This design comes from an exercise in tuning for a short achievable clock period and few clock cycles per item on the open sky130 flow, not from production work. In this exercise RTL edits were held to simulation tests only and were not proved equivalent to the original. Power is estimated from default activity; no workload was simulated.

### flow/config.mk
export PLATFORM = sky130hd
export DESIGN_NAME = fcpu
export DESIGN_NICKNAME = fcpu
export VERILOG_FILES = /design/flow/design.v
export SDC_FILE = /design/flow/constraint.sdc
export NUM_CORES = 4
export LEC_CHECK = 0
export ABC_CLOCK_PERIOD_IN_PS = 2400
export CAP_MARGIN = 20
export CORE_MARGIN = 2
export CORE_UTILIZATION = 65
export SETUP_SLACK_MARGIN = 2.6
export SLEW_MARGIN = 20
export TNS_END_PERCENT = 100
### flow/constraint.sdc
create_clock -name core_clock -period 5.0 [get_ports {clk}]
set_input_delay 1.0000 -clock core_clock [delete_from_list [all_inputs] [get_ports {clk}]]
set_output_delay 1.0000 -clock core_clock [all_outputs]
set_load 0.01 [all_outputs]
### flow/design.v
`default_nettype none
package fcpu_pkg;
   localparam int DATA_W      = 32;
   localparam int GMEM_ADDR_W = 32;
   localparam int RSV_ID_W    = 4;
   typedef enum logic [1:0] {
      OP_LW  = 2'd0,
      OP_SW  = 2'd1,
      OP_LBU = 2'd2,
      OP_SB  = 2'd3
   } mem_op_t;
   typedef enum logic [1:0] {
      REG_CTRL   = 2'd0,
      REG_BASE   = 2'd1,
      REG_LIMIT  = 2'd2,
      REG_FAULTS = 2'd3
   } cfg_addr_t;
   localparam int CTRL_XLAT_EN_BIT = 0;
   typedef struct packed {
      logic [RSV_ID_W-1:0] rsv_id;
      mem_op_t             opcode;
      logic [DATA_W-1:0]   addr;
      logic [DATA_W-1:0]   data;
   } mem_req_t;
   typedef struct packed {
      logic [RSV_ID_W-1:0] rsv_id;
      logic [DATA_W-1:0]   data;
      logic                fault;
   } cdb_t;
   localparam int CDB_W = RSV_ID_W + DATA_W + 1;
   localparam int REQ_W = RSV_ID_W + 2 + DATA_W + DATA_W;
endpackage
`default_nettype wire
`timescale 1ns/100ps
`default_nettype none
module op_fifo #(
   parameter int  WIDTH     = 8,
   parameter int  DEPTH     = 4
) (
   input  logic     clk,
   input  logic     arst_n,
   input  logic     push,
   input  logic [WIDTH-1:0] push_data,
   output logic     full,
   input  logic     pop,
   output logic [WIDTH-1:0] pop_data,
   output logic     empty
);
   localparam int PTR_W = (DEPTH > 1) ? $clog2(DEPTH) : 1;
   localparam int CNT_W = $clog2(DEPTH + 1);
   logic [WIDTH-1:0] mem [DEPTH];
   logic [PTR_W-1:0] wr_ptr;
   logic [PTR_W-1:0] rd_ptr;
   logic [CNT_W-1:0] count;
   logic             do_push;
   logic             do_pop;
   assign full     = (count == CNT_W'(DEPTH));
   assign empty    = (count == '0);
   assign do_push  = push && !full;
   assign do_pop   = pop && !empty;
   assign pop_data = mem[rd_ptr];
   always_ff @(posedge clk) begin
      if (do_push) begin
         mem[wr_ptr] <= push_data;
      end
   end
   always_ff @(posedge clk or negedge arst_n) begin
      if (!arst_n) begin
         wr_ptr <= '0;
         rd_ptr <= '0;
         count  <= '0;
      end else begin
         if (do_push) begin
            wr_ptr <= (wr_ptr == PTR_W'(DEPTH - 1)) ? '0 : wr_ptr + 1'b1;
         end
         if (do_pop) begin
            rd_ptr <= (rd_ptr == PTR_W'(DEPTH - 1)) ? '0 : rd_ptr + 1'b1;
         end
         case ({do_push, do_pop})
            2'b10:   count <= count + 1'b1;
            2'b01:   count <= count - 1'b1;
            default: count <= count;
         endcase
      end
   end
endmodule
`default_nettype wire
`timescale 1ns/100ps
`default_nettype none
import fcpu_pkg::*;
module mmu_cfg_regs
(
   input  logic                   clk,
   input  logic                   arst_n,
   input  logic                   cfg_we,
   input  logic [1:0]             cfg_addr,
   input  logic [DATA_W-1:0]      cfg_wdata,
   input  logic                   fault_pulse,
   output logic [DATA_W-1:0]      cfg_rdata,
   output logic [GMEM_ADDR_W-1:0] seg_base,
   output logic [DATA_W-1:0]      seg_limit,
   output logic                   xlat_en,
   output logic [GMEM_ADDR_W-1:0] xlat_base
);
   logic [DATA_W-1:0] fault_cnt;
   always_ff @(posedge clk or negedge arst_n) begin
      if (!arst_n) begin
         xlat_en   <= 1'b0;
         seg_base  <= '0;
         seg_limit <= '0;
         xlat_base <= '0;
      end else if (cfg_we) begin
         case (cfg_addr)
            REG_CTRL: begin
               xlat_en   <= cfg_wdata[CTRL_XLAT_EN_BIT];
               xlat_base <= cfg_wdata[CTRL_XLAT_EN_BIT] ? seg_base : '0;
            end
            REG_BASE: begin
               seg_base  <= GMEM_ADDR_W'(cfg_wdata);
               xlat_base <= xlat_en ? GMEM_ADDR_W'(cfg_wdata) : '0;
            end
            REG_LIMIT: seg_limit <= cfg_wdata;
            default:   ;
         endcase
      end
   end
   always_ff @(posedge clk or negedge arst_n) begin
      if (!arst_n) begin
         fault_cnt <= '0;
      end else if (cfg_we && cfg_addr == REG_FAULTS) begin
         fault_cnt <= '0;
      end else if (fault_pulse && fault_cnt != '1) begin
         fault_cnt <= fault_cnt + 1'b1;
      end
   end
   always_comb begin
      cfg_rdata = '0;
      case (cfg_addr)
         REG_CTRL:   cfg_rdata[CTRL_XLAT_EN_BIT] = xlat_en;
         REG_BASE:   cfg_rdata = DATA_W'(seg_base);
         REG_LIMIT:  cfg_rdata = seg_limit;
         REG_FAULTS: cfg_rdata = fault_cnt;
         default:    cfg_rdata = '0;
      endcase
   end
endmodule
`default_nettype wire
`timescale 1ns/100ps
`default_nettype none
import fcpu_pkg::*;
module address_translator
(
   input  logic                   clk,
   input  logic                   arst_n,
   input  logic                   in_valid,
   input  fcpu_pkg::mem_req_t               in_req,
   input  logic [GMEM_ADDR_W-1:0] seg_base,
   input  logic [DATA_W-1:0]      seg_limit,
   input  logic                   xlat_en,
   input  logic                   stall,
   output logic                   out_valid,
   output fcpu_pkg::mem_req_t               out_req,
   output logic [GMEM_ADDR_W-1:0] out_paddr,
   output logic                   out_fault
);
   logic                   advance;
   logic                   is_word;
   logic                   misaligned;
   logic                   over_limit;
   logic [GMEM_ADDR_W-1:0] paddr;
   assign advance = !out_valid || !stall;
   assign is_word    = (in_req.opcode == OP_LW) || (in_req.opcode == OP_SW);
   assign misaligned = is_word && (in_req.addr[1:0] != 2'b00);
   assign over_limit = xlat_en && (in_req.addr >= seg_limit);
   assign paddr      = xlat_en ? seg_base + GMEM_ADDR_W'(in_req.addr)
                               : GMEM_ADDR_W'(in_req.addr);
   always_ff @(posedge clk or negedge arst_n) begin
      if (!arst_n) begin
         out_valid <= 1'b0;
      end else if (advance) begin
         out_valid <= in_valid;
      end
   end
   always_ff @(posedge clk) begin
      if (advance && in_valid) begin
         out_req   <= in_req;
         out_paddr <= paddr;
         out_fault <= misaligned || over_limit;
      end
   end
endmodule
`default_nettype wire
`timescale 1ns/100ps
`default_nettype none
import fcpu_pkg::*;
module memory_management_unit
#(
   parameter int QUEUE_DEPTH = 5,
   parameter int ROB_DEPTH   = 8,
   parameter int RES_DEPTH   = 3
) (
   input  logic                   clk,
   input  logic                   arst_n,
   input  logic [RSV_ID_W-1:0]    rsv_id,
   input  logic                   valid,
   input  logic [1:0]             opcode,
   input  logic [DATA_W-1:0]      address,
   input  logic [DATA_W-1:0]      data,
   output logic                   ready,
   output logic [RSV_ID_W-1:0]    cdb_rsv_id,
   output logic [DATA_W-1:0]      cdb_data,
   output logic                   cdb_fault,
   output logic                   cdb_valid,
   input  logic                   cdb_ready,
   input  logic [GMEM_ADDR_W-1:0] seg_base,
   input  logic [DATA_W-1:0]      seg_limit,
   input  logic                   xlat_en,
   input  logic [GMEM_ADDR_W-1:0] xlat_base,
   output logic                   fault_pulse,
   output logic [GMEM_ADDR_W-1:0] araddr,
   output logic                   arvalid,
   input  logic                   arready,
   input  logic [DATA_W-1:0]      rdata,
   input  logic [1:0]             rresp,
   input  logic                   rvalid,
   output logic                   rready,
   output logic [GMEM_ADDR_W-1:0] awaddr,
   output logic                   awvalid,
   input  logic                   awready,
   output logic [DATA_W-1:0]      wdata,
   output logic [DATA_W/8-1:0]    wstrb,
   output logic                   wvalid,
   input  logic                   wready,
   input  logic [1:0]             bresp,
   input  logic                   bvalid,
   output logic                   bready
);
   localparam int BQ_D   = QUEUE_DEPTH;
   localparam int BQ_CW  = $clog2(BQ_D + 1);
   localparam int ROB_W  = $clog2(ROB_DEPTH);
   localparam int ROB_CW = $clog2(ROB_DEPTH + 1);
   localparam int BQ_W = (GMEM_ADDR_W - 2) + 4 + DATA_W + DATA_W/8 + ROB_W;
   logic                   ready_q;
   logic                   r0_v;
   logic [RSV_ID_W-1:0]    r0_rsv;
   logic                   r0_load;
   logic                   r0_lbu;
   logic                   r0_sb;
   logic [15:0]            r0_sum_lo;   
   logic                   r0_cy_lo;    
   logic [15:0]            r0_sum_hi0;  
   logic [15:0]            r0_sum_hi1;  
   logic [DATA_W-1:0]      r0_wdata;
   logic                   r0_mis;      
   logic                   r0_hi_gt;    
   logic                   r0_hi_eq;    
   logic                   r0_lo_ge;    
   logic                   r0_fault;
   logic [ROB_CW-1:0]      rob_cnt;
   logic [ROB_W-1:0]       rob_head;
   logic [ROB_W-1:0]       rob_tail;
   logic [RSV_ID_W-1:0]    rob_rsv   [ROB_DEPTH];
   logic [ROB_DEPTH-1:0]   rob_bus;     
   logic                   rob_fault [ROB_DEPTH];
   logic [ROB_DEPTH-1:0]   rob_done;    
   logic [ROB_DEPTH-1:0]   head_oh;     
   logic                   f_head;      
   localparam int QF_D  = BQ_D - 1;
   localparam int QF_W  = (QF_D > 1) ? $clog2(QF_D) : 1;
   localparam int QF_CW = $clog2(QF_D + 1);
   logic [BQ_CW-1:0]       bq_cnt;      
   logic                   hv;          
   logic [BQ_W-1:0]        h_q;
   logic [BQ_W-1:0]        qf [QF_D];
   logic [QF_W-1:0]        qf_wp;
   logic [QF_W-1:0]        qf_rp;
   logic [QF_CW-1:0]       qf_cnt;
   logic                   qf_ne;       
   logic                   fw_ld;       
   logic                   fw_st;       
   logic                   rr;          
   logic                   br;          
   logic                   f_lbu;
   logic [1:0]             f_lane;
   logic [ROB_W-1:0]       f_idx;
   logic                   aw_done;
   logic                   w_done;
   logic                   ar_i, ar_r, ar_b;
   logic                   aw_i, aw_r, aw_b;
   logic                   w_i,  w_r,  w_b;
   logic                   c_v;
   logic [RSV_ID_W-1:0]    c_rsv;
   logic [DATA_W-1:0]      c_data;
   logic                   c_fault;
   logic                   accept;
   logic [16:0]            in_sum_lo;
   logic [16:0]            in_sum_hi1;
   logic                   adv;
   assign ready  = ready_q;
   assign accept = valid && ready_q;
   assign in_sum_lo  = {1'b0, xlat_base[15:0]} + {1'b0, address[15:0]};
   assign in_sum_hi1 = {xlat_base[31:16], 1'b1} + {address[31:16], 1'b1};
   assign adv   = r0_v;
   always_ff @(posedge clk) begin
      begin
         r0_rsv   <= rsv_id;
         r0_load  <= !opcode[0];
         r0_lbu   <= (opcode == OP_LBU);
         r0_sb    <= (opcode == OP_SB);
         r0_sum_lo  <= in_sum_lo[15:0];
         r0_cy_lo   <= in_sum_lo[16];
         r0_sum_hi0 <= xlat_base[31:16] + address[31:16];
         r0_sum_hi1 <= in_sum_hi1[16:1];
         r0_wdata   <= (opcode == OP_SB) ? {(DATA_W/8){data[7:0]}} : data;
         r0_mis     <= !opcode[1] && (address[1:0] != 2'b00);
         r0_hi_gt   <= xlat_en && (address[31:16] > seg_limit[31:16]);
         r0_hi_eq   <= xlat_en && (address[31:16] == seg_limit[31:16]);
         r0_lo_ge   <= (address[15:0] >= seg_limit[15:0]);
      end
   end
   logic [GMEM_ADDR_W-1:0] paddr;
   logic [BQ_W-1:0]        new_op;
   logic                   bq_push;
   assign paddr    = {r0_cy_lo ? r0_sum_hi1 : r0_sum_hi0, r0_sum_lo};
   assign r0_fault = r0_mis || r0_hi_gt || (r0_hi_eq && r0_lo_ge);
   assign new_op = {paddr[GMEM_ADDR_W-1:2],
                    r0_load,
                    r0_lbu,
                    paddr[1:0],
                    r0_wdata,
                    r0_sb ? (DATA_W/8)'(1) << paddr[1:0] : {(DATA_W/8){1'b1}},
                    rob_tail};
   assign bq_push = adv && !r0_fault;
   logic [GMEM_ADDR_W-1:2] h_paddr;
   logic                   h_load;
   logic                   h_lbu;
   logic [1:0]             h_lane;
   logic [DATA_W-1:0]      h_wdata;
   logic [DATA_W/8-1:0]    h_wstrb;
   logic [ROB_W-1:0]       h_idx;
   logic                   f_wait;
   logic                   resp_now;
   logic                   start_ok;
   logic                   h_done;
   assign {h_paddr, h_load, h_lbu, h_lane, h_wdata, h_wstrb, h_idx} = h_q;
   assign f_wait   = fw_ld || fw_st;
   assign resp_now = (rr && rvalid) || (br && bvalid);
   assign start_ok = !f_wait || resp_now;
   assign araddr  = {h_paddr, 2'b00};
   assign awaddr  = {h_paddr, 2'b00};
   assign wdata   = h_wdata;
   assign wstrb   = h_wstrb;
   assign arvalid = ar_i || (ar_r && rvalid) || (ar_b && bvalid);
   assign awvalid = aw_i || (aw_r && rvalid) || (aw_b && bvalid);
   assign wvalid  = w_i  || (w_r  && rvalid) || (w_b  && bvalid);
   assign rready  = rr;
   assign bready  = br;
   assign h_done = (arvalid && arready) ||
                   (hv && !h_load && start_ok && (aw_done || awready) && (w_done || wready));
   logic [BQ_CW-1:0]       bq_cnt_n;
   logic                   h_take;
   logic [BQ_W-1:0]        qf_head;
   logic [BQ_W-1:0]        h_n;
   logic                   qf_pop;
   logic                   qf_keep;
   logic [QF_CW-1:0]       qf_cnt_n;
   logic                   qf_ne_n;
   logic                   hv_n;
   logic                   h_load_n;
   logic                   f_wait_n;
   logic                   f_load_n;
   logic                   aw_done_n;
   logic                   w_done_n;
   logic                   c_free;
   logic                   head_ready;
   logic                   bypass;
   logic                   rob_pop;
   logic [ROB_CW-1:0]      rob_cnt_n;
   logic                   r0_v_n;
   always_comb begin
      case ({bq_push, h_done})
         2'b10:   bq_cnt_n = bq_cnt + 1'b1;
         2'b01:   bq_cnt_n = bq_cnt - 1'b1;
         default: bq_cnt_n = bq_cnt;
      endcase
      h_take    = !hv || h_done;
      qf_head   = qf[qf_rp];
      h_n       = h_take ? (qf_ne ? qf_head : new_op) : h_q;
      hv_n      = h_take ? (qf_ne || bq_push) : 1'b1;
      qf_pop    = h_take && qf_ne;
      qf_keep   = bq_push && !(h_take && !qf_ne);
      qf_cnt_n  = h_take ? ((qf_ne && !bq_push) ? qf_cnt - 1'b1 : qf_cnt)
                         : (bq_push ? qf_cnt + 1'b1 : qf_cnt);
      qf_ne_n   = h_take ? (qf_ne && (qf_cnt > QF_CW'(1) || bq_push)) : (qf_ne || bq_push);
      h_load_n  = h_n[BQ_W - (GMEM_ADDR_W - 2) - 1];
      f_wait_n  = h_done || (f_wait && !resp_now);
      f_load_n  = h_done ? h_load : fw_ld;
      aw_done_n = !h_done && (aw_done || (awvalid && awready));
      w_done_n  = !h_done && (w_done || (wvalid && wready));
   end
   assign c_free     = !c_v || cdb_ready;
   assign head_ready = |(rob_done & head_oh);
   assign bypass     = resp_now && f_head;
   assign rob_pop    = c_free && (head_ready || bypass);
   localparam int RF_W  = $clog2(RES_DEPTH);
   localparam int RF_CW = $clog2(RES_DEPTH + 1);
   logic [DATA_W-1:0]      rf_mem [RES_DEPTH];
   logic [RF_W-1:0]        rf_wp;
   logic [RF_W-1:0]        rf_rp;
   logic [RF_CW-1:0]       rf_cnt;
   logic                   rf_full;
   logic                   rf_push;
   logic                   rf_pop;
   logic                   rf_full_n;
   logic                   hd_bus;
   assign hd_bus  = |(rob_bus & head_oh);
   assign rf_push = resp_now && !(bypass && c_free);
   assign rf_pop  = rob_pop && !bypass && hd_bus;
   logic [ROB_W-1:0]       head_p1;
   logic [ROB_CW-1:0]      rob_c0;
   logic [BQ_CW-1:0]       bq_c0;
   logic                   rob_le2_n;
   logic                   rob_le1_n;
   logic                   bq_le2_n;
   logic                   bq_le1_n;
   logic                   f_head_n;
   always_comb begin
      rob_cnt_n  = rob_pop ? (adv ? rob_cnt : rob_cnt - 1'b1)
                           : (adv ? rob_cnt + 1'b1 : rob_cnt);
      r0_v_n     = accept;
      rob_c0     = rob_cnt + ROB_CW'(adv);
      bq_c0      = bq_cnt + BQ_CW'(bq_push);
      rob_le2_n  = rob_pop ? (rob_c0 <= ROB_CW'(ROB_DEPTH - 1)) : (rob_c0 <= ROB_CW'(ROB_DEPTH - 2));
      rob_le1_n  = rob_pop ? 1'b1                               : (rob_c0 <= ROB_CW'(ROB_DEPTH - 1));
      bq_le2_n   = h_done  ? (bq_c0 <= BQ_CW'(BQ_D - 1))        : (bq_c0 <= BQ_CW'(BQ_D - 2));
      bq_le1_n   = h_done  ? 1'b1                               : (bq_c0 <= BQ_CW'(BQ_D - 1));
      rf_full_n  = !rf_pop && (rf_full || (rf_push && rf_cnt == RF_CW'(RES_DEPTH - 1)));
      head_p1    = rob_head + 1'b1;
      if (h_done) begin
         f_head_n = rob_pop ? (h_idx == head_p1) : (h_idx == rob_head);
      end else begin
         f_head_n = rob_pop ? (f_idx == head_p1) : (f_idx == rob_head);
      end
   end
   always_ff @(posedge clk or negedge arst_n) begin
      if (!arst_n) begin
         ready_q  <= 1'b0;
         r0_v     <= 1'b0;
         bq_cnt   <= '0;
         hv       <= 1'b0;
         qf_wp    <= '0;
         qf_rp    <= '0;
         qf_cnt   <= '0;
         qf_ne    <= 1'b0;
         rob_cnt  <= '0;
         rob_head <= '0;
         head_oh  <= ROB_DEPTH'(1);
         f_head   <= 1'b0;
         rob_done <= '0;
         rob_tail <= '0;
         fw_ld    <= 1'b0;
         fw_st    <= 1'b0;
         rr       <= 1'b0;
         br       <= 1'b0;
         rf_wp    <= '0;
         rf_rp    <= '0;
         rf_cnt   <= '0;
         rf_full  <= 1'b0;
         aw_done  <= 1'b0;
         w_done   <= 1'b0;
         ar_i     <= 1'b0;
         ar_r     <= 1'b0;
         ar_b     <= 1'b0;
         aw_i     <= 1'b0;
         aw_r     <= 1'b0;
         aw_b     <= 1'b0;
         w_i      <= 1'b0;
         w_r      <= 1'b0;
         w_b      <= 1'b0;
         c_v      <= 1'b0;
      end else begin
         ready_q  <= accept ? (rob_le2_n && bq_le2_n) : (rob_le1_n && bq_le1_n);
         f_head   <= f_head_n;
         r0_v     <= r0_v_n;
         bq_cnt   <= bq_cnt_n;
         hv       <= hv_n;
         qf_cnt   <= qf_cnt_n;
         qf_ne    <= qf_ne_n;
         if (qf_keep) begin
            qf_wp <= (qf_wp == QF_W'(QF_D - 1)) ? '0 : qf_wp + 1'b1;
         end
         if (qf_pop) begin
            qf_rp <= (qf_rp == QF_W'(QF_D - 1)) ? '0 : qf_rp + 1'b1;
         end
         rob_cnt  <= rob_cnt_n;
         if (adv) begin
            rob_tail <= rob_tail + 1'b1;
         end
         if (rob_pop) begin
            rob_head <= head_p1;
            head_oh  <= {head_oh[ROB_DEPTH-2:0], head_oh[ROB_DEPTH-1]};
         end
         for (int i = 0; i < ROB_DEPTH; i++) begin
            if (adv && rob_tail == ROB_W'(i)) begin
               rob_done[i] <= r0_fault;
            end else if (rob_pop && head_oh[i]) begin
               rob_done[i] <= 1'b0;
            end else if (resp_now && f_idx == ROB_W'(i)) begin
               rob_done[i] <= 1'b1;
            end
         end
         fw_ld    <= f_wait_n && f_load_n;
         fw_st    <= f_wait_n && !f_load_n;
         rr       <= f_wait_n && f_load_n && !rf_full_n;
         br       <= f_wait_n && !f_load_n && !rf_full_n;
         rf_full  <= rf_full_n;
         if (rf_push) begin
            rf_wp <= (rf_wp == RF_W'(RES_DEPTH - 1)) ? '0 : rf_wp + 1'b1;
         end
         if (rf_pop) begin
            rf_rp <= (rf_rp == RF_W'(RES_DEPTH - 1)) ? '0 : rf_rp + 1'b1;
         end
         case ({rf_push, rf_pop})
            2'b10:   rf_cnt <= rf_cnt + 1'b1;
            2'b01:   rf_cnt <= rf_cnt - 1'b1;
            default: rf_cnt <= rf_cnt;
         endcase
         aw_done  <= aw_done_n;
         w_done   <= w_done_n;
         ar_i     <= hv_n && h_load_n && !f_wait_n;
         ar_r     <= hv_n && h_load_n && f_wait_n && f_load_n && !rf_full_n;
         ar_b     <= hv_n && h_load_n && f_wait_n && !f_load_n && !rf_full_n;
         aw_i     <= hv_n && !h_load_n && !f_wait_n && !aw_done_n;
         aw_r     <= hv_n && !h_load_n && f_wait_n && f_load_n && !rf_full_n;
         aw_b     <= hv_n && !h_load_n && f_wait_n && !f_load_n && !rf_full_n;
         w_i      <= hv_n && !h_load_n && !f_wait_n && !w_done_n;
         w_r      <= hv_n && !h_load_n && f_wait_n && f_load_n && !rf_full_n;
         w_b      <= hv_n && !h_load_n && f_wait_n && !f_load_n && !rf_full_n;
         if (c_free) begin
            c_v <= head_ready || bypass;
         end
      end
   end
   always_ff @(posedge clk) begin
      h_q <= h_n;
      if (bq_push) begin
         qf[qf_wp] <= new_op;
      end
      if (rf_push) begin
         rf_mem[rf_wp] <= resp_data;
      end
      if (h_done) begin
         f_lbu  <= h_lbu;
         f_lane <= h_lane;
         f_idx  <= h_idx;
      end
   end
   logic [7:0]             lane_byte;
   logic                   resp_fault;
   logic [DATA_W-1:0]      resp_data;
   assign lane_byte  = rdata[{f_lane, 3'b000} +: 8];
   assign resp_fault = fw_ld ? (rresp != 2'b00) : (bresp != 2'b00);
   assign resp_data  = (!fw_ld || rresp != 2'b00) ? '0 :
                       f_lbu ? {{(DATA_W-8){1'b0}}, lane_byte} : rdata;
   always_ff @(posedge clk) begin
      for (int i = 0; i < ROB_DEPTH; i++) begin
         if (adv && rob_tail == ROB_W'(i)) begin
            rob_rsv[i]   <= r0_rsv;
            rob_bus[i]   <= !r0_fault;
            rob_fault[i] <= r0_fault;
         end else if (resp_now && f_idx == ROB_W'(i)) begin
            rob_fault[i] <= resp_fault;
         end
      end
   end
   logic [RSV_ID_W-1:0]    hd_rsv;
   logic                   hd_fault;
   always_comb begin
      hd_rsv   = '0;
      hd_fault = 1'b0;
      for (int i = 0; i < ROB_DEPTH; i++) begin
         hd_rsv   = hd_rsv   | (rob_rsv[i]  & {RSV_ID_W{head_oh[i]}});
         hd_fault = hd_fault | (rob_fault[i] & head_oh[i]);
      end
   end
   always_ff @(posedge clk) begin
      if (rob_pop) begin
         c_rsv <= hd_rsv;
         if (bypass) begin
            c_data  <= resp_data;
            c_fault <= resp_fault;
         end else begin
            c_data  <= hd_bus ? rf_mem[rf_rp] : '0;
            c_fault <= hd_fault;
         end
      end
   end
   assign cdb_valid   = c_v;
   assign cdb_rsv_id  = c_rsv;
   assign cdb_data    = c_data;
   assign cdb_fault   = c_fault;
   assign fault_pulse = c_v && cdb_ready && c_fault;
endmodule
`default_nettype wire
`timescale 1ns/100ps
`default_nettype none
import fcpu_pkg::*;
module fcpu
#(
   parameter int QUEUE_DEPTH = 5
) (
   input  logic                   clk,
   input  logic                   arst_n,
   input  logic [RSV_ID_W-1:0]    rsv_id,
   input  logic                   valid,
   input  logic [1:0]             opcode,
   input  logic [DATA_W-1:0]      address,
   input  logic [DATA_W-1:0]      data,
   output logic                   ready,
   output logic [RSV_ID_W-1:0]    cdb_rsv_id,
   output logic [DATA_W-1:0]      cdb_data,
   output logic                   cdb_fault,
   output logic                   cdb_valid,
   input  logic                   cdb_ready,
   input  logic                   cfg_we,
   input  logic [1:0]             cfg_addr,
   input  logic [DATA_W-1:0]      cfg_wdata,
   output logic [DATA_W-1:0]      cfg_rdata,
   output logic [GMEM_ADDR_W-1:0] araddr,
   output logic                   arvalid,
   input  logic                   arready,
   input  logic [DATA_W-1:0]      rdata,
   input  logic [1:0]             rresp,
   input  logic                   rvalid,
   output logic                   rready,
   output logic [GMEM_ADDR_W-1:0] awaddr,
   output logic                   awvalid,
   input  logic                   awready,
   output logic [DATA_W-1:0]      wdata,
   output logic [DATA_W/8-1:0]    wstrb,
   output logic                   wvalid,
   input  logic                   wready,
   input  logic [1:0]             bresp,
   input  logic                   bvalid,
   output logic                   bready
);
   logic [GMEM_ADDR_W-1:0] seg_base;
   logic [DATA_W-1:0]      seg_limit;
   logic                   xlat_en;
   logic [GMEM_ADDR_W-1:0] xlat_base;
   logic                   fault_pulse;
   mmu_cfg_regs cfg_inst (
      .*
   );
   memory_management_unit #(
      .QUEUE_DEPTH (QUEUE_DEPTH)
   ) mmu_inst (
      .*
   );
endmodule
`default_nettype wire
### flow/flow/run.sh
#!/bin/bash
# The standard layout (standard.sh), with two changes to how it is made:
#  - the I/O pins that share a combinational path (or a driver) are kept together on the edge;
#  - after the standard synthesis, the cfg_rdata read mux is rebuilt as two levels of 2:1
#    muxes (flow/cfg_mux.tcl), since the synthesized one puts a decoder and its fanout
#    buffers between cfg_addr and cfg_rdata, and the bus valids (arvalid, awvalid, wvalid) as
#    NAND gates on the response valids. Registers are not touched.
# Each tool's output goes to a log file of its own in this folder.
set -euo pipefail
here=$(pwd)
export PRE_IO_PLACEMENT_TCL="$here/flow/io_groups.tcl"
bash standard.sh synth > "$here/synth.log" 2>&1
RESULTS_DIR="$here/orfs/results/$FLOW_PLATFORM/fcpu/base" \
  openroad -exit -no_init "$here/flow/cfg_mux.tcl" > "$here/cfg_mux.log" 2>&1
bash standard.sh > "$here/standard_flow.log" 2>&1
### flow/flow/cfg_mux.tcl
# Two hand-built cones on the paths from input to output ports.
# 1. Rebuild the cfg_rdata read mux as two levels of inverting 2:1 muxes (mux2i), so that each
# address bit passes through one or two gates before the output's own. The low half of the
# first level is a nand2 above bit 0, where CTRL reads 0.
# The logic synthesis made for cfg_rdata is left without loads and removed.
read_db $::env(RESULTS_DIR)/1_synth.odb
set db [ord::get_db]
set block [ord::get_db_block]
# Register nets keep Yosys's escaped names (cfg_inst.seg_base\[3\]); ports do not
proc net_of {name} {
  set n [$::block findNet $name]
  if {$n eq "NULL" || $n eq ""} {
    set n [$::block findNet [string map {[ \\[ ] \\]} $name]]
  }
  if {$n eq "NULL" || $n eq ""} { error "no net $name" }
  return $n
}
proc master {name} {
  set m [$::db findMaster $name]
  if {$m eq "NULL" || $m eq ""} { error "no master $name" }
  return $m
}
proc add_inst {mname iname conns} {
  set inst [odb::dbInst_create $::block [master $mname] $iname]
  foreach {pin net} $conns {
    [$inst findITerm $pin] connect $net
  }
  return $inst
}
set a0 [net_of {cfg_addr[0]}]
set a1 [net_of {cfg_addr[1]}]
for {set i 0} {$i < 32} {incr i} {
  set out [net_of "cfg_rdata\[$i\]"]
  foreach it [$out getITerms] {
    if {[$it isOutputSignal]} { $it disconnect }
  }
  set B [net_of "cfg_inst.seg_base\[$i\]"]
  set L [net_of "cfg_inst.seg_limit\[$i\]"]
  set F [net_of "cfg_inst.fault_cnt\[$i\]"]
  set hi [odb::dbNet_create $block "cfg_rd_hi_$i"]
  set lo [odb::dbNet_create $block "cfg_rd_lo_$i"]
  # Even bits select with cfg_addr[0] first, odd bits with cfg_addr[1] first, so that the
  # two address bits carry about the same load
  if {$i % 2 == 0} {
    # hi = !(a0 ? FAULTS : LIMIT), lo = !(a0 ? BASE : CTRL), out = !(a1 ? hi : lo)
    set s1 $a0
    set s2 $a1
    set hA0 $L
    set hA1 $F
    set lA1 $B
  } else {
    # hi = !(a1 ? FAULTS : BASE), lo = !(a1 ? LIMIT : CTRL), out = !(a0 ? hi : lo)
    set s1 $a1
    set s2 $a0
    set hA0 $B
    set hA1 $F
    set lA1 $L
  }
  add_inst sky130_fd_sc_hd__mux2i_1 "cfg_rd_mhi_$i" [list A0 $hA0 A1 $hA1 S $s1 Y $hi]
  if {$i == 0} {
    add_inst sky130_fd_sc_hd__mux2i_1 "cfg_rd_mlo_$i" [list A0 [net_of "cfg_inst.xlat_en"] A1 $lA1 S $s1 Y $lo]
  } else {
    add_inst sky130_fd_sc_hd__nand2_1 "cfg_rd_mlo_$i" [list A $s1 B $lA1 Y $lo]
  }
  add_inst sky130_fd_sc_hd__mux2i_1 "cfg_rd_mout_$i" [list A0 $lo A1 $hi S $s2 Y $out]
}
# The bus valids, valid = idle | (r & rvalid) | (b & bvalid) from three registers each,
# as one NAND level on the response valids:  !(!idle & !(r & rvalid) & !(b & bvalid))
set rv [net_of rvalid]
set bv [net_of bvalid]
# aw_r/w_r and aw_b/w_b hold the same function, and synthesis keeps one net of each pair
proc net_of_any {names} {
  foreach n $names {
    if {![catch {net_of $n} net]} { return $net }
  }
  error "no net of $names"
}
foreach {port fi fr fb} {
  arvalid mmu_inst.ar_i {mmu_inst.ar_r} {mmu_inst.ar_b}
  awvalid mmu_inst.aw_i {mmu_inst.aw_r mmu_inst.w_r} {mmu_inst.aw_b mmu_inst.w_b}
  wvalid  mmu_inst.w_i  {mmu_inst.w_r mmu_inst.aw_r} {mmu_inst.w_b mmu_inst.aw_b}
} {
  set out [net_of $port]
  foreach it [$out getITerms] {
    if {[$it isOutputSignal]} { $it disconnect }
  }
  set vr [odb::dbNet_create $block "${port}_nr"]
  set vb [odb::dbNet_create $block "${port}_nb"]
  add_inst sky130_fd_sc_hd__nand2_1 "${port}_gr" [list A [net_of_any $fr] B $rv Y $vr]
  add_inst sky130_fd_sc_hd__nand2_1 "${port}_gb" [list A [net_of_any $fb] B $bv Y $vb]
  add_inst sky130_fd_sc_hd__nand3b_2 "${port}_go" [list A_N [net_of $fi] B $vr C $vb Y $out]
}
# Remove combinational cells whose outputs reach nothing, until none is left
proc is_seq {m} {
  set n [$m getName]
  return [regexp {__(df|edf|sdf|dl|sdl|einv|conb)} $n]
}
set removed 0
while 1 {
  set dead {}
  foreach inst [$block getInsts] {
    set m [$inst getMaster]
    if {[is_seq $m]} { continue }
    set outs 0
    set used 0
    foreach it [$inst getITerms] {
      if {![$it isOutputSignal]} { continue }
      incr outs
      set n [$it getNet]
      if {$n eq "NULL" || $n eq ""} { continue }
      if {[llength [$n getBTerms]] > 0} { incr used; continue }
      foreach o [$n getITerms] {
        if {![$o isOutputSignal]} { incr used; break }
      }
    }
    if {$outs > 0 && $used == 0} { lappend dead $inst }
  }
  if {[llength $dead] == 0} { break }
  foreach inst $dead {
    set nets {}
    foreach it [$inst getITerms] {
      set n [$it getNet]
      if {$n ne "NULL" && $n ne "" && [$it isOutputSignal]} { lappend nets $n }
    }
    odb::dbInst_destroy $inst
    foreach n $nets {
      if {[llength [$n getITerms]] == 0 && [llength [$n getBTerms]] == 0} { odb::dbNet_destroy $n }
    }
    incr removed
  }
}
puts "cfg_mux: removed $removed cells"
write_db $::env(RESULTS_DIR)/1_synth.odb
### flow/flow/io_groups.tcl
# cfg_addr selects cfg_rdata combinationally
set_io_pin_constraint -group -order -pin_names {cfg_rdata[0] cfg_rdata[1] cfg_rdata[2] cfg_rdata[3] cfg_rdata[4] cfg_rdata[5] cfg_rdata[6] cfg_rdata[7] cfg_rdata[8] cfg_rdata[9] cfg_rdata[10] cfg_rdata[11] cfg_rdata[12] cfg_rdata[13] cfg_rdata[14] cfg_rdata[15] cfg_addr[0] cfg_addr[1] cfg_rdata[16] cfg_rdata[17] cfg_rdata[18] cfg_rdata[19] cfg_rdata[20] cfg_rdata[21] cfg_rdata[22] cfg_rdata[23] cfg_rdata[24] cfg_rdata[25] cfg_rdata[26] cfg_rdata[27] cfg_rdata[28] cfg_rdata[29] cfg_rdata[30] cfg_rdata[31]}
# the response valids start the next transaction in the same cycle
set_io_pin_constraint -group -order -pin_names {arready arvalid rvalid bvalid awvalid wvalid awready wready rready bready}
# each address bit drives both address ports from one register
set_io_pin_constraint -group -order -pin_names {araddr[2] awaddr[2] araddr[3] awaddr[3] araddr[4] awaddr[4] araddr[5] awaddr[5] araddr[6] awaddr[6] araddr[7] awaddr[7] araddr[8] awaddr[8] araddr[9] awaddr[9] araddr[10] awaddr[10] araddr[11] awaddr[11] araddr[12] awaddr[12] araddr[13] awaddr[13] araddr[14] awaddr[14] araddr[15] awaddr[15] araddr[16] awaddr[16] araddr[17] awaddr[17] araddr[18] awaddr[18] araddr[19] awaddr[19] araddr[20] awaddr[20] araddr[21] awaddr[21] araddr[22] awaddr[22] araddr[23] awaddr[23] araddr[24] awaddr[24] araddr[25] awaddr[25] araddr[26] awaddr[26] araddr[27] awaddr[27] araddr[28] awaddr[28] araddr[29] awaddr[29] araddr[30] awaddr[30] araddr[31] awaddr[31]}
### flow/standard.sh
#!/bin/bash
# synth_recipe.tcl (not shown) runs the flow's synth.tcl, then flattens the netlist and writes it again
# the make line also repeats each setting of config.mk as NAME=value (left out here)
make -C /OpenROAD-flow-scripts/flow DESIGN_CONFIG=/design/flow/config.mk WORK_HOME=/design/flow/orfs CLKGATE_MAP_FILE= SYNTH_SCRIPT=/design/flow/synth_recipe.tcl "${@:-finish}"
==> results of run 1 <==
cells in the final DEF, fill, tap and decap left out, types with 37 or more instances in the layout:
cell type        instances
dlygate4sd2_1          106
xnor2_1                 50
buf_4                   72
dfxtp_1                 93
clkdlybuf4s50_1        126
inv_1                   72
ha_1                    62
xor2_1                  37
and3_1                  42
mux2_2                 154
o21ai_0                102
dfrtp_1                175
nor2_1                  99
a22oi_1                 57
nand2_1                177
mux2i_1                 98
edfxtp_1               551
mux4_2                  73
clkbuf_16               86
a21oi_1                 84
buf_2                   59
a21o_1                  50
registers in the layout (all words and copies together), names as in the netlist, 4 cells and up:
name / count
cfg_inst.fault_cnt: 32
cfg_inst.seg_base: 32
cfg_inst.seg_limit: 32
cfg_inst.xlat_base: 32
mmu_inst.c_data: 32
mmu_inst.c_rsv: 4
mmu_inst.h_q: 73
mmu_inst.head_oh: 8
mmu_inst.qf: 292
mmu_inst.r0_rsv: 4
mmu_inst.r0_sum_hi0: 16
mmu_inst.r0_sum_hi1: 16
mmu_inst.r0_sum_lo: 16
mmu_inst.r0_wdata: 32
mmu_inst.rf_mem: 96
mmu_inst.rob_bus: 8
mmu_inst.rob_cnt: 4
mmu_inst.rob_done: 8
mmu_inst.rob_fault: 8
mmu_inst.rob_rsv: 32
routing by layer:
metal,routed length [µm],GRT usage [%],up-vias
met2,47810,56.03,998
li1,-,-,9998
met4,3508,12.10,0
met3,6363,5.148,179
met1,34820,42.02,11400
met5,0,0,-
worst paths after layout:
| path | to | slack [ps] | cells past startpoint |
|---|---|---|---|
| max | cfg_rdata[16] | 2170 | 5 |
| min | mmu_inst.f_lbu | 430 | 0 |
| max reg2reg | mmu_inst.rob_cnt[3] | 2620 | 12 |
| min reg2reg | mmu_inst.f_lbu | 430 | 0 |
| max in group asynchronous | mmu_inst.rf_rp[1] | 3520 | 2 |
| min in group asynchronous | cfg_inst.seg_base[9] | 460 | 1 |
critical path: stages:
cell,delay (ps)
buf_16,130
buf_16,140
mux2i_1,130
mux2i_2,240
buf_2,180
what timing repair did:
action | in CTS | in global routing
resized for setup | 537 | 76
hold endpoints to repair | 0 | 0
buffers inserted | 45 | 25
endpoints found under the setup margin | 865 | 248
pin swaps | 21 | 24
gates cloned | 12 | 2
report_power, final:
| part | internal [mW] | switching (mW) | leakage [nW] |
|---|---|---|---|
| sequential | 9.29 | 1.36 | 8.23 |
| combinational | 3.46 | 3.88 | 7.56 |
| clock | 4.02 | 2.65 | 1.45 |
layout make-up:
type | count | area share [%]
inverter | 81 | 0.7790
multi-input combinational | 1417 | 27.97
tap | 696 | 1.986
timing repair buffer | 436 | 9.585
clock buffer | 113 | 5.410
sequential | 835 | 52.95
clock inverter | 39 | 1.321
antenna | 1 | 0.005707
==> reports/results.tsv, run 1 <==
metric	value	unit
setup TNS	0	ps
Worst Hold Class	reg2reg	
Clk Latency, worst-skew pair	630	ps
Hold Path Origin	mmu_inst.h_q[41]	
share of cells above drive strength 1	24.79	%
area of the multi-input gates	12260	µm²
Pleak	17.24	nW
chip width	237.9	µm
# IOs	326	
worst endpoint required time	4000	ps
worst reg2reg startpoint	mmu_inst.head_oh[1]	
PnR worst setup slack	2171	ps
total design power	24.66	mW
Starting Density	65.94	%
Synth Cell Area	35550	µm²
Worst setup EP type	primary output	
Max Slew Vio Count	0	
unrepaired setup endpoints after global routing	true	
# setup viols final	0	
DIE AREA	56580	µm²
routed vias	22580	
post-layout util	81.32	%
Worst EP arrival	1830	ps
post-DP HPWL	57650	µm
dpl cells	3381	
CTS clock-pin slew for the worst setup and hold paths	60	ps
DR WL/cell	25.57	µm
vias in the first global route	22960	
Vias/cell	6.240	
ANT nets after route	0	
Global Route Usage Sum	32.49	%
chip height	237.9	µm
Mapped Cells	2479	
DRT Pass-1 Iters	5	
Remaining Overflow, GRT	0	
CP startpoint	cfg_addr[0]	
DRC Markers	0	
Cell Area, Placed	39580	µm²
Sequential Area	23220	µm²
GPL Wtd Cong	0.8628	
Place WS	937.1	ps
CTS Hold Bufs	0	
clock skew	17.49	ps
number of core rows	85	
CP Launch Type	input port	
Bufs on Longest Clock Path	3	
worst-path fanout max	7	
Detailed Route WL	92500	µm
initial antenna violation count	2	
status	timing/DRC/antenna clean	
port bufs	321	
Pwr Density	562.4	nW/µm²
Worst Tran Pin Value	971.5	ps
Sink Count	835	
fin nets	3096	
area growth from synthesis to layout	23.34	%
number of CTS-inserted buffers	82	
1st-iter DRT viols	2135	
final worst path period need	2829	ps
Slew HR	35.24	%
TritonCTS clock tree	done	
max-cap violations	0	
clock root cell	clkbuf_16	
Final Hold Viols	0	
VDD IR max	0.0003343	V
final cell count without fillers	3618	
final std cell area, no fill	43850	µm²
post-synthesis area per instance	14.34	µm²
fmax	353.5	MHz
H-tree Lvls	3	
final worst path period share	56.57	%
first-pass GRT wire length	138400	µm
crit path kind	in2out	
largest net degree at the start of global routing	109	
Synth Warn #	4	
Hold WS	431.1	ps
Core Region	53920	µm²
Filler Cell Count	2858	
Testbench counts, summed over its fixed seeds: cycles 3,925, items 2,400.
==> run 2: changes to the inputs <==
--- a/flow/flow/cfg_mux.tcl
+++ b/flow/flow/cfg_mux.tcl
@@ -28,6 +28,11 @@
   return $inst
 }
-set a0 [net_of {cfg_addr[0]}]
-set a1 [net_of {cfg_addr[1]}]
+set a0p [net_of {cfg_addr[0]}]
+set a1p [net_of {cfg_addr[1]}]
+# One strong buffer per address bit drives all of that bit's selects
+set a0 [odb::dbNet_create $block "cfg_rd_a0"]
+set a1 [odb::dbNet_create $block "cfg_rd_a1"]
+add_inst sky130_fd_sc_hd__buf_16 "cfg_rd_ba0" [list A $a0p X $a0]
+add_inst sky130_fd_sc_hd__buf_16 "cfg_rd_ba1" [list A $a1p X $a1]
 for {set i 0} {$i < 32} {incr i} {
   set out [net_of "cfg_rdata\[$i\]"]
==> reports/results.tsv, run 2 <==
metric	value	unit	change
Synth Cell Area	35610	µm²	was 35550 µm²
max-cap violations	0		unchanged
CP cell instances	buf_16 -> buf_12 -> mux2i_1 -> mux2i_1 -> buf_2		was buf_16 -> buf_16 -> mux2i_1 -> mux2i_2 -> buf_2
Max Slew Vio Count	0		unchanged
initial antenna violation count	1		was 2
Mapped Cells	2481		was 2479
number of CTS-inserted buffers	81		was 82
Synth Warn #	4		unchanged
H-tree Lvls	3		unchanged
share of cells above drive strength 1	24.34	%	was 24.79%
clock skew	25.48	ps	was 17.49 ps
Starting Density	65.91	%	was 65.94%
status	timing/DRC/antenna clean		unchanged
number of core rows	85		unchanged
slowest stage cell on the critical path	mux2i_1		was mux2i_2
DIE AREA	56670	µm²	was 56580 µm²
chip height	238.1	µm	was 237.9 µm
DRT Pass-1 Iters	6		was 5
Vias/cell	6.200		was 6.240
Filler Cell Count	3029		was 2858
1st-iter DRT viols	1965		was 2135
CP top delay family	buffers and inverters		unchanged
chip width	238.1	µm	was 237.9 µm
VDD IR max	0.0003599	V	was 0.0003343 V
final worst path period need	2748	ps	was 2829 ps
worst-path fanout max	8		was 7
routed vias	22410		was 22580
Biggest register	mmu_inst.qf		unchanged
CP peak stage delay	180	ps	was 240 ps
clock root cell	clkbuf_16		unchanged
Bufs on Longest Clock Path	3		unchanged
most frequent cells in the layout	edfxtp_1, dfrtp_1, nand2_1, mux2_2, clkdlybuf4s50_1		was edfxtp_1, nand2_1, dfrtp_1, mux2_2, clkdlybuf4s50_1
Clk Latency, worst-skew pair	630	ps	about the same
Sink Count	835		unchanged
DR WL/cell	25.02	µm	was 25.57 µm
first-pass GRT wire length	135600	µm	was 138400 µm
Worst Hold Class	in2async		was reg2reg
area growth from synthesis to layout	22.40	%	was 23.34%
post-DP HPWL	57910	µm	was 57650 µm
Pleak	17.12	nW	was 17.24 nW
Remaining Overflow, GRT	0		unchanged
Regs by FF count	mmu_inst.qf: 292 flops, mmu_inst.rf_mem: 96 flops, mmu_inst.h_q: 73 flops		unchanged
Sw Share	31.94	%	was 31.99%
largest net degree at the start of global routing	78		was 109
Core Region	54030	µm²	was 53920 µm²
# IOs	326		unchanged
CP Launch Type	input port		unchanged
total design power	24.20	mW	was 24.66 mW
# setup viols final	0		unchanged
setup TNS	0	ps	unchanged
unrepaired setup endpoints after global routing	true		unchanged
P_sw	7.731	mW	was 7.891 mW
fmax	363.9	MHz	was 353.5 MHz
CTS clock-pin slew for the worst setup and hold paths	50	ps	was 60 ps
ANT nets after route	0		unchanged
port bufs	321		unchanged
Top cell by count, worst path	mux2i_1		was buf_16
combinational share of power	30.4	%	was 29.8%
Detailed Route WL	90450	µm	was 92500 µm
Worst Tran Pin Value	812.3	ps	was 971.5 ps
GPL Wtd Cong	0.8724		was 0.8628
DRC Markers	0		unchanged
share of power burned in registers	43.2	%	about the same
post-synthesis area per instance	14.35	µm²	was 14.34 µm²
Int Pwr	16.47	mW	was 16.77 mW
number of flip-flops in the largest register	292		unchanged
Worst setup EP type	primary output		unchanged
worst endpoint required time	4000	ps	about the same
Slew HR	45.68	%	was 35.24%
final worst path period share	54.97	%	was 56.57%
crit path kind	in2out		unchanged
CP bufs+invs	3		unchanged
clock network fraction of total power	26.5	%	was 27.1%
fin nets	3093		was 3096
Pwr Density	555.3	nW/µm²	was 562.4 nW/µm²
vias in the first global route	22450		was 22960
Worst EP arrival	1750	ps	was 1830 ps
TritonCTS clock tree	done		unchanged
Final Hold Viols	0		unchanged
most common cell after layout, fill and taps aside	edfxtp_1		unchanged
Global Route Usage Sum	31.75	%	was 32.49%
==> run 2: worst register-to-register path: cells and delay by family (launching register included) <==
kind | cells | cell delay, ps
and+or+nand+nor | 1 | 410
AOI/OAI and AO/OA | 1 | 440
buffers and inverters | 3 | 800
DFF | 1 | 370
==> run 2: power by group through the flow <==
stage | clock, mW | combinational (mW) | sequential [mW]
finish | 6.41 | 7.35 | 10.4
global route | 6.75 | 7.88 | 10.6
CTS | 6.46 | 6.97 | 10.5
detailed placement | 0 | 6.88 | 10.6
global placement | 0 | 6.67 | 10.6
floorplan | 0 | 4.45 | 10.1
==> run 2: through the flow <==
stage	worst slack, ps	hold WS [ps]	area [µm²]	std cells	util (%)
finish	2252	402.3	43580	3615	80.67
global route	2219	430.1	43580	3613	80.66
CTS	2264	403.7	43040	3578	79.67
detailed placement	1189	405.4	39610	3385	73.32
global placement	1287	408.2	39610	3385	73.32
floorplan	2044	400.3	36020	2484	-
==> run 2: repair_timing <==
item	in CTS	in global routing
endpoints found under the setup margin	815	135
pin swaps	14	24
gates resized for setup	530	69
cloned	12	2
hold buffers	0	0
buffers inserted	31	33
==> run 2: worst paths after layout <==
kind                       slack [ps]  cells after the start                endpoint         startpoint
min in group core_clock           420                      0      mmu_inst.f_lane[0]   mmu_inst.h_q[39]
min reg2reg                       420                      0      mmu_inst.f_lane[0]   mmu_inst.h_q[39]
max                              2250                      5            cfg_rdata[0]        cfg_addr[0]
max reg2reg                      2640                      5      mmu_inst.qf[3][31]  mmu_inst.r0_lo_ge
min                               400                      1    cfg_inst.seg_base[8]             arst_n
max in group asynchronous        3490                      2  cfg_inst.seg_limit[29]             arst_n
==> run 2: metal layers <==
layer | part of all wire [%] | global-route usage [%] | vias to the layer above
met5 | 0 | 0 | -
met4 | 3.8 | 11.72 | 0
met3 | 6.4 | 4.662 | 174
met2 | 51 | 53.87 | 979
met1 | 39 | 42.25 | 11250
li1 | - | - | 10010
==> run 2: layout make-up <==
cell class              instances  area, µm²  share of cell area (%)
diodes                          2      5.005                 0.01148
clock buffers                 114       2376                   5.452
clock inverters                36      457.9                   1.051
inverters                      81      337.8                  0.7751
multi-input cells            1418      12230                   28.06
flip-flops and latches        835      23210                   53.26
well taps                     696      870.8                   1.998
repair buffers                433       4096                   9.399
==> run 3: changes to the inputs <==
--- a/flow/flow/cfg_mux.tcl
+++ b/flow/flow/cfg_mux.tcl
@@ -68,5 +68,5 @@
     add_inst sky130_fd_sc_hd__nand2_1 "cfg_rd_mlo_$i" [list A $s1 B $lA1 Y $lo]
   }
-  add_inst sky130_fd_sc_hd__mux2i_1 "cfg_rd_mout_$i" [list A0 $lo A1 $hi S $s2 Y $out]
+  add_inst sky130_fd_sc_hd__mux2i_2 "cfg_rd_mout_$i" [list A0 $lo A1 $hi S $s2 Y $out]
 }
 # The bus valids, valid = idle | (r & rvalid) | (b & bvalid) from three registers each,
==> reports/results.tsv, run 3 <==
metric	value	unit	change
# IOs	326		unchanged
final worst path period need	2845	ps	was 2748 ps
number of flip-flops in the largest register	292		unchanged
Sw Share	32.67	%	was 31.94%
chip width	238.5	µm	was 238.1 µm
Slew HR	33.36	%	was 45.68%
Biggest register	mmu_inst.qf		unchanged
Remaining Overflow, GRT	0		unchanged
Worst EP arrival	1850	ps	was 1750 ps
Pwr Density	547.4	nW/µm²	was 555.3 nW/µm²
Worst Tran Pin Value	997.1	ps	was 812.3 ps
final worst path period share	56.91	%	was 54.97%
Synth Cell Area	35730	µm²	was 35610 µm²
Top Metal Used	met5		was met4
TritonCTS clock tree	done		unchanged
worst reg2reg startpoint	cfg_inst.xlat_base[0]		was mmu_inst.r0_lo_ge
unrepaired setup endpoints after global routing	true		unchanged
routed vias	22460		was 22410
Pleak	16.98	nW	was 17.12 nW
Core Region	54130	µm²	was 54030 µm²
dpl cells	3382		was 3385
Worst Hold Class	reg2reg		was in2async
combinational share of power	30.2	%	was 30.4%
post-DP HPWL	58250	µm	was 57910 µm
DR WL/cell	25.22	µm	was 25.02 µm
CP Launch Type	input port		unchanged
Hold Path Origin	mmu_inst.h_q[41]		
Clk Latency, worst-skew pair	630	ps	about the same
worst-path fanout max	8		unchanged
hold worst-path end	mmu_inst.f_lbu		
most common cell after layout, fill and taps aside	edfxtp_1		unchanged
GPL Wtd Cong	0.8756		was 0.8724
DRC Markers	0		unchanged
post-synthesis area per instance	14.40	µm²	was 14.35 µm²
most frequent cells in the layout	edfxtp_1, nand2_1, dfrtp_1, mux2_2, clkdlybuf4s50_1		was edfxtp_1, dfrtp_1, nand2_1, mux2_2, clkdlybuf4s50_1
Int Pwr	16.06	mW	was 16.47 mW
Bufs on Longest Clock Path	3		unchanged
CP cell instances	buf_16 -> buf_16 -> mux2i_1 -> mux2i_2 -> buf_2		was buf_16 -> buf_12 -> mux2i_1 -> mux2i_1 -> buf_2
Vias/cell	6.225		was 6.200
M1 WL	34590	µm	was 35240 µm
Place WS	955.3	ps	was 1189 ps
share of cells above drive strength 1	24.96	%	was 24.34%
area growth from synthesis to layout	21.93	%	was 22.40%
slowest stage cell on the critical path	mux2i_2		was mux2i_1
Detailed Route WL	90990	µm	was 90450 µm
clock network fraction of total power	25.4	%	was 26.5%
Met2 Wirelength	46850	µm	was 46000 µm
DIE AREA	56860	µm²	was 56670 µm²
Final Hold Viols	0		unchanged
CTS Hold Bufs	0		unchanged
status	timing/DRC/antenna clean		unchanged
number of CTS-inserted buffers	82		was 81
Regs by FF count	mmu_inst.qf: 292 flops, mmu_inst.rf_mem: 96 flops, mmu_inst.h_q: 73 flops		unchanged
largest net degree at the start of global routing	106		was 78
Sink Count	835		unchanged
ANT nets after route	0		unchanged
PnR worst setup slack	2155	ps	was 2252 ps
Filler Cell Count	2888		was 3029
Max Slew Vio Count	0		unchanged
CTS clock-pin slew for the worst setup and hold paths	60	ps	was 50 ps
port bufs	321		unchanged
first-pass GRT wire length	137900	µm	was 135600 µm
clock skew	19.52	ps	was 25.48 ps
Reg-to-Reg End	mmu_inst.r0_cy_lo		was mmu_inst.qf[3][31]
VDD IR max	0.0003250	V	was 0.0003599 V
max-cap violations	0		unchanged
Cell Area, Placed	39710	µm²	was 39610 µm²
WHS Path Cells	0		
setup TNS	0	ps	unchanged
worst endpoint required time	4000	ps	about the same
DRT Pass-1 Iters	6		unchanged
final std cell area, no fill	43560	µm²	was 43580 µm²
Mapped Cells	2481		unchanged
Synth Warn #	4		unchanged
fmax	351.5	MHz	was 363.9 MHz
Global Route Usage Sum	32.28	%	was 31.75%
share of power burned in registers	44.4	%	was 43.2%
# setup viols final	0		unchanged
final cell count without fillers	3608		was 3615
H-tree Lvls	3		unchanged
P_sw	7.791	mW	was 7.731 mW
vias in the first global route	22920		was 22450
total design power	23.85	mW	was 24.20 mW
clock root cell	clkbuf_16		unchanged
crit path kind	in2out		unchanged
DR WL met3	5838	µm	was 5765 µm
fin nets	3085		was 3093
CP peak stage delay	250	ps	was 180 ps
1st-iter DRT viols	1987		was 1965
Worst R2R Setup Slack	2540	ps	was 2640 ps
chip height	238.5	µm	was 238.1 µm
Top cell by count, worst path	buf_16		was mux2i_1
initial antenna violation count	3		was 1
Worst setup EP type	primary output		unchanged
number of core rows	85		unchanged
R2R depth	9		was 5
Starting Density	66.00	%	was 65.91%
## run 3: per-stage QoR
step	hold WS [ps]	utilization, %
finish	419.7	80.48
global route	430.2	80.46
CTS	419.1	79.78
detailed placement	408.4	73.36
global placement	411.2	73.36
floorplan	400.3	-
## run 3: timing repair
item / 4_1_cts / 5_1_grt
gates cloned: 12 / 0
gates resized for setup: 535 / 65
buffers inserted: 39 / 21
pin swaps: 35 / 24
setup endpoints to repair: 873 / 119
## run 3: worst max path at each step
stage | start | endpoint | slack (ps) | cells after the start
5_1_grt | cfg_addr[0] | cfg_rdata[0] | 2140 | 5
3_3_place_gp | rvalid | mmu_inst.rob_cnt[1] | 1020 | 11
4_1_cts | cfg_addr[1] | cfg_rdata[1] | 2200 | 6
3_5_place_dp | rvalid | mmu_inst.rob_cnt[1] | 960 | 11
2_1_floorplan | rvalid | mmu_inst.rob_cnt[3] | 2040 | 12
6_report | cfg_addr[0] | cfg_rdata[0] | 2150 | 5
## run 3: layout make-up
| cell class | instances | area (µm²) | area share [%] |
|---|---|---|---|
| repair inverters | 1 | 8.758 | 0.02010 |
| multi-input cells | 1417 | 12390 | 28.43 |
| well taps | 696 | 870.8 | 1.999 |
| clock inverters | 26 | 275.3 | 0.6319 |
| clock buffers | 125 | 2395 | 5.497 |
| repair buffers | 424 | 4066 | 9.334 |
| diodes | 3 | 7.507 | 0.01723 |
| flip-flops and latches | 835 | 23210 | 53.29 |
| inverters | 81 | 341.6 | 0.7841 |
## run 3: worst max-delay path, delay by kind of cell
kind,cells,cell delay (ps)
buffers and inverters,3,460
muxes,2,390
## run 3: power by group through the flow
stage               clock network [mW]  logic (mW)  registers, mW
floorplan                            0        4.48           10.1
global placement                     0        6.66           10.6
detailed placement                   0        6.86           10.7
CTS                               6.10        7.03           10.6
global route                      6.39        7.69           10.7
finish                            6.05        7.21           10.6
## run 3: routing by layer
metal / vias to the layer above / global-route usage [%]
met3: 172 / 5.495
met4: 2 / 12.90
met5: - / 0
met1: 11400 / 41.09
met2: 930 / 55.62
li1: 9959 / -
==> run 4: changes to the inputs <==
--- a/flow/flow/run.sh
+++ b/flow/flow/run.sh
@@ -2,6 +2,6 @@
 # The standard layout (standard.sh), with two changes to how it is made:
 #  - the I/O pins that share a combinational path (or a driver) are kept together on the edge;
-#  - after the standard synthesis, the cfg_rdata read mux is rebuilt as two levels of 2:1
-#    muxes (flow/cfg_mux.tcl), since the synthesized one puts a decoder and its fanout
+#  - after the standard synthesis, the cfg_rdata read mux is rebuilt as two NAND levels
+#    (flow/cfg_mux.tcl), since the synthesized one puts a decoder and its fanout
 #    buffers between cfg_addr and cfg_rdata, and the bus valids (arvalid, awvalid, wvalid) as
 #    NAND gates on the response valids. Registers are not touched.
--- a/flow/flow/cfg_mux.tcl
+++ b/flow/flow/cfg_mux.tcl
@@ -1,6 +1,6 @@
 # Two hand-built cones on the paths from input to output ports.
-# 1. Rebuild the cfg_rdata read mux as two levels of inverting 2:1 muxes (mux2i), so that each
-# address bit passes through one or two gates before the output's own. The low half of the
-# first level is a nand2 above bit 0, where CTRL reads 0.
+# 1. Rebuild the cfg_rdata read mux as two NAND levels (bits 1-31) or two levels of inverting
+# 2:1 muxes (bit 0, which also reads CTRL), so that each address bit passes through two gates
+# before the output's own.
 # The logic synthesis made for cfg_rdata is left without loads and removed.
 read_db $::env(RESULTS_DIR)/1_synth.odb
@@ -43,4 +43,16 @@
   set L [net_of "cfg_inst.seg_limit\[$i\]"]
   set F [net_of "cfg_inst.fault_cnt\[$i\]"]
+  if {$i > 0} {
+    # cfg_rdata = !(t1 & t2 & t3): t3 = !(a1 & a0 & FAULTS), t2 = !(a1 & !a0 & LIMIT),
+    # t1 = !(!a1 & a0 & BASE); CTRL reads 0 above bit 0
+    set t1 [odb::dbNet_create $block "cfg_rd_t1_$i"]
+    set t2 [odb::dbNet_create $block "cfg_rd_t2_$i"]
+    set t3 [odb::dbNet_create $block "cfg_rd_t3_$i"]
+    add_inst sky130_fd_sc_hd__nand3_1  "cfg_rd_g3_$i" [list A $a1 B $a0 C $F Y $t3]
+    add_inst sky130_fd_sc_hd__nand3b_1 "cfg_rd_g2_$i" [list A_N $a0 B $a1 C $L Y $t2]
+    add_inst sky130_fd_sc_hd__nand3b_1 "cfg_rd_g1_$i" [list A_N $a1 B $a0 C $B Y $t1]
+    add_inst sky130_fd_sc_hd__nand3_1  "cfg_rd_go_$i" [list A $t1 B $t2 C $t3 Y $out]
+    continue
+  }
   set hi [odb::dbNet_create $block "cfg_rd_hi_$i"]
   set lo [odb::dbNet_create $block "cfg_rd_lo_$i"]
@@ -68,5 +80,5 @@
     add_inst sky130_fd_sc_hd__nand2_1 "cfg_rd_mlo_$i" [list A $s1 B $lA1 Y $lo]
   }
-  add_inst sky130_fd_sc_hd__mux2i_2 "cfg_rd_mout_$i" [list A0 $lo A1 $hi S $s2 Y $out]
+  add_inst sky130_fd_sc_hd__mux2i_1 "cfg_rd_mout_$i" [list A0 $lo A1 $hi S $s2 Y $out]
 }
 # The bus valids, valid = idle | (r & rvalid) | (b & bvalid) from three registers each,
==> reports/results.tsv, run 4 <==
metric	value	unit	change
Final Hold Viols	0		unchanged
Synth Warn #	4		unchanged
number of core rows	85		unchanged
Cell Area, Placed	39810	µm²	was 39710 µm²
number of CTS-inserted buffers	83		was 82
Starting Density	65.98	%	was 66.00%
GPL Wtd Cong	0.8895		was 0.8756
Max Slew Vio Count	0		unchanged
first-pass GRT wire length	141100	µm	was 137900 µm
fin nets	3111		was 3085
fmax	372.7	MHz	was 351.5 MHz
routed vias	23130		was 22460
final worst path period share	53.66	%	was 56.91%
Bufs on Longest Clock Path	3		unchanged
most frequent cells in the layout	edfxtp_1, dfrtp_1, mux2_2, nand2_1, clkdlybuf4s50_1		was edfxtp_1, nand2_1, dfrtp_1, mux2_2, clkdlybuf4s50_1
max-cap violations	0		unchanged
Worst EP arrival	1680	ps	was 1850 ps
clock root cell	clkbuf_16		unchanged
VDD IR max	0.0003758	V	was 0.0003250 V
post-synthesis area per instance	14.19	µm²	was 14.40 µm²
Clk Latency, worst-skew pair	620	ps	was 630 ps
CP cell instances	buf_16 -> buf_16 -> nand3b_1 -> nand3_2 -> buf_6		was buf_16 -> buf_16 -> mux2i_1 -> mux2i_2 -> buf_2
Core Region	54030	µm²	was 54130 µm²
Synth Cell Area	35650	µm²	was 35730 µm²
DRT Pass-1 Iters	5		was 6
Sink Count	835		unchanged
share of cells above drive strength 1	24.19	%	was 24.96%
number of flip-flops in the largest register	292		unchanged
most common cell after layout, fill and taps aside	edfxtp_1		unchanged
post-layout util	81.98	%	was 80.48%
H-tree Lvls	3		unchanged
# setup viols final	0		unchanged
worst-path fanout max	7		was 8
ANT nets after route	0		unchanged
CP Launch Type	input port		unchanged
largest net degree at the start of global routing	85		was 106
final std cell area, no fill	44290	µm²	was 43560 µm²
chip height	238.2	µm	was 238.5 µm
vias in the first global route	23360		was 22920
DR WL/cell	26.07	µm	was 25.22 µm
CTS clock-pin slew for the worst setup and hold paths	60	ps	about the same
Regs by FF count	mmu_inst.qf: 292 flops, mmu_inst.rf_mem: 96 flops, mmu_inst.h_q: 73 flops		unchanged
slowest stage cell on the critical path	nand3b_1		was mux2i_2
Pwr Density	546.9	nW/µm²	was 547.4 nW/µm²
1st-iter DRT viols	1995		was 1987
Remaining Overflow, GRT	0		unchanged
PnR worst setup slack	2317	ps	was 2155 ps
Slew HR	35.92	%	was 33.36%
unrepaired setup endpoints after global routing	true		unchanged
Global Route Usage Sum	33.14	%	was 32.28%
Vias/cell	6.362		was 6.225
Place WS	1038	ps	was 955.3 ps
DRC Markers	0		unchanged
area growth from synthesis to layout	24.24	%	was 21.93%
Top cell by count, worst path	buf_16		unchanged
Biggest register	mmu_inst.qf		unchanged
CP bufs+invs	3		unchanged
Worst setup EP type	primary output		unchanged
final worst path period need	2683	ps	was 2845 ps
total design power	24.22	mW	was 23.85 mW
worst endpoint required time	4000	ps	about the same
Pleak	17.20	nW	was 16.98 nW
worst reg2reg startpoint	mmu_inst.rr		was cfg_inst.xlat_base[0]
CP startpoint	cfg_addr[0]		unchanged
Worst Tran Pin Value	958.9	ps	was 997.1 ps
post-DP HPWL	58440	µm	was 58250 µm
status	timing/DRC/antenna clean		unchanged
TritonCTS clock tree	done		unchanged
crit path kind	in2out		unchanged
Detailed Route WL	94780	µm	was 90990 µm
clock skew	18.59	ps	was 19.52 ps
initial antenna violation count	6		was 3
DIE AREA	56730	µm²	was 56860 µm²
Mapped Cells	2512		was 2481
port bufs	321		unchanged
setup TNS	0	ps	unchanged
CP peak stage delay	170	ps	was 250 ps
# IOs	326		unchanged
Worst Hold Class	in2async		was reg2reg
chip width	238.2	µm	was 238.5 µm
CP top delay family	buffers and inverters		unchanged
==> run 4: path summary, 6_finish.rpt <==
kind / to / slack, ps / cells after the start
setup / recovery: cfg_rdata[27] / 2320 / 5
setup reg to reg: mmu_inst.rob_cnt[3] / 2560 / 15
hold / removal: cfg_inst.seg_limit[31] / 410 / 1
min in group core_clock: mmu_inst.f_idx[1] / 470 / 0
max in group asynchronous: mmu_inst.rf_rp[1] / 3480 / 2
hold reg to reg: mmu_inst.f_idx[1] / 470 / 0
==> run 4: cell type report <==
class | instances | area [µm²]
Inverter | 81 | 332.8
Clock buffer | 114 | 2389
Fill cell | 2842 | 9738
Antenna cell | 1 | 2.502
Sequential cell | 835 | 23210
Timing Repair Buffer | 417 | 4556
Tap cell | 696 | 870.8
Multi-Input combinational cell | 1450 | 12530
Clock inverter | 42 | 396.6
==> run 4: report_power, final <==
| part | total [mW] | leakage (nW) | switching (mW) | internal (mW) |
|---|---|---|---|---|
| Clock | 6.31 | 1.36 | 2.67 | 3.64 |
| Combinational | 7.31 | 7.60 | 3.89 | 3.43 |
| Sequential | 10.6 | 8.24 | 1.31 | 9.29 |
| Total | 24.2 | 17.2 | 7.87 | 16.4 |
==> run 4: stage by stage <==
stage / cells / hold slack (ps)
6_report: 3636 / 411.4
5_1_grt: 3635 / 478.8
4_1_cts: 3622 / 432.5
3_5_place_dp: 3413 / 448.0
3_3_place_gp: 3413 / 450.0
2_1_floorplan: 2515 / 400.3
==> run 4: worst reg2reg max path: cells and delay by family, from the launching register on <==
kind	cells	cell delay, ps
buffers and inverters	6	720
AOI/OAI and AO/OA	4	590
and+or+nand+nor	3	230
adders and majority gates	1	230
xor gates and xnor gates	1	150
DFF	1	400
==> run 4: layer usage <==
metal / wire, µm / track usage (%) / share of wire [%]
met5: 69 / 0 / 0.073
met4: 3074 / 11.46 / 3.2
met3: 6785 / 5.414 / 7.2
met2: 49470 / 58.16 / 52
met1: 35380 / 42.17 / 37
==> run 4: what timing repair did <==
| action | CTS | global route |
|---|---|---|
| cloned | 24 | 3 |
| hold buffers | 0 | 0 |
| pin swaps | 54 | 43 |
| setup buffers | 29 | 10 |
| endpoints found under the setup margin | 766 | 185 |
| gates resized for setup | 529 | 64 |

[port drivers added, routing unchanged]
In the flow no input, the clock included, has a driving cell. The finished layouts below were timed again as built, in two steps.
Step 1 (the two cells are an assumption about what drives the block):
set clk [get_ports {clk}]
set_driving_cell -lib_cell sky130_fd_sc_hd__clkbuf_16 $clk
set_driving_cell -lib_cell sky130_fd_sc_hd__buf_2 [delete_from_list [all_inputs] $clk]
Step 2 also shifts input and output timing later by t, the mid clock arrival at the registers, as if the neighbouring blocks saw the same clock.
Slacks: ideal / step 1 / step 2; pairs: ideal / step 1.
| run | t, ns | setup WS [ns] | worst register clock-pin slew, ns | worst data-port slew with drivers (ns) |
|---|---|---|---|---|
| run 1 | 0.679 | 2.171 / 1.950 / 1.844 | 0.07 / 0.07 | 0.25 |
| run 2 | 0.682 | 2.252 / 1.983 / 1.916 | 0.07 / 0.07 | 0.32 |
| run 3 | 0.685 | 2.155 / 2.018 / 1.832 | 0.07 / 0.07 | 0.23 |
| run 4 | 0.677 | 2.317 / 1.851 / 1.850 | 0.07 / 0.07 | 0.57 |
After both steps every run listed still meets setup and hold. For run 4, which loses most, drivers alone change the setup slack by -0.466 ns; drivers and shift together by -0.467 ns.
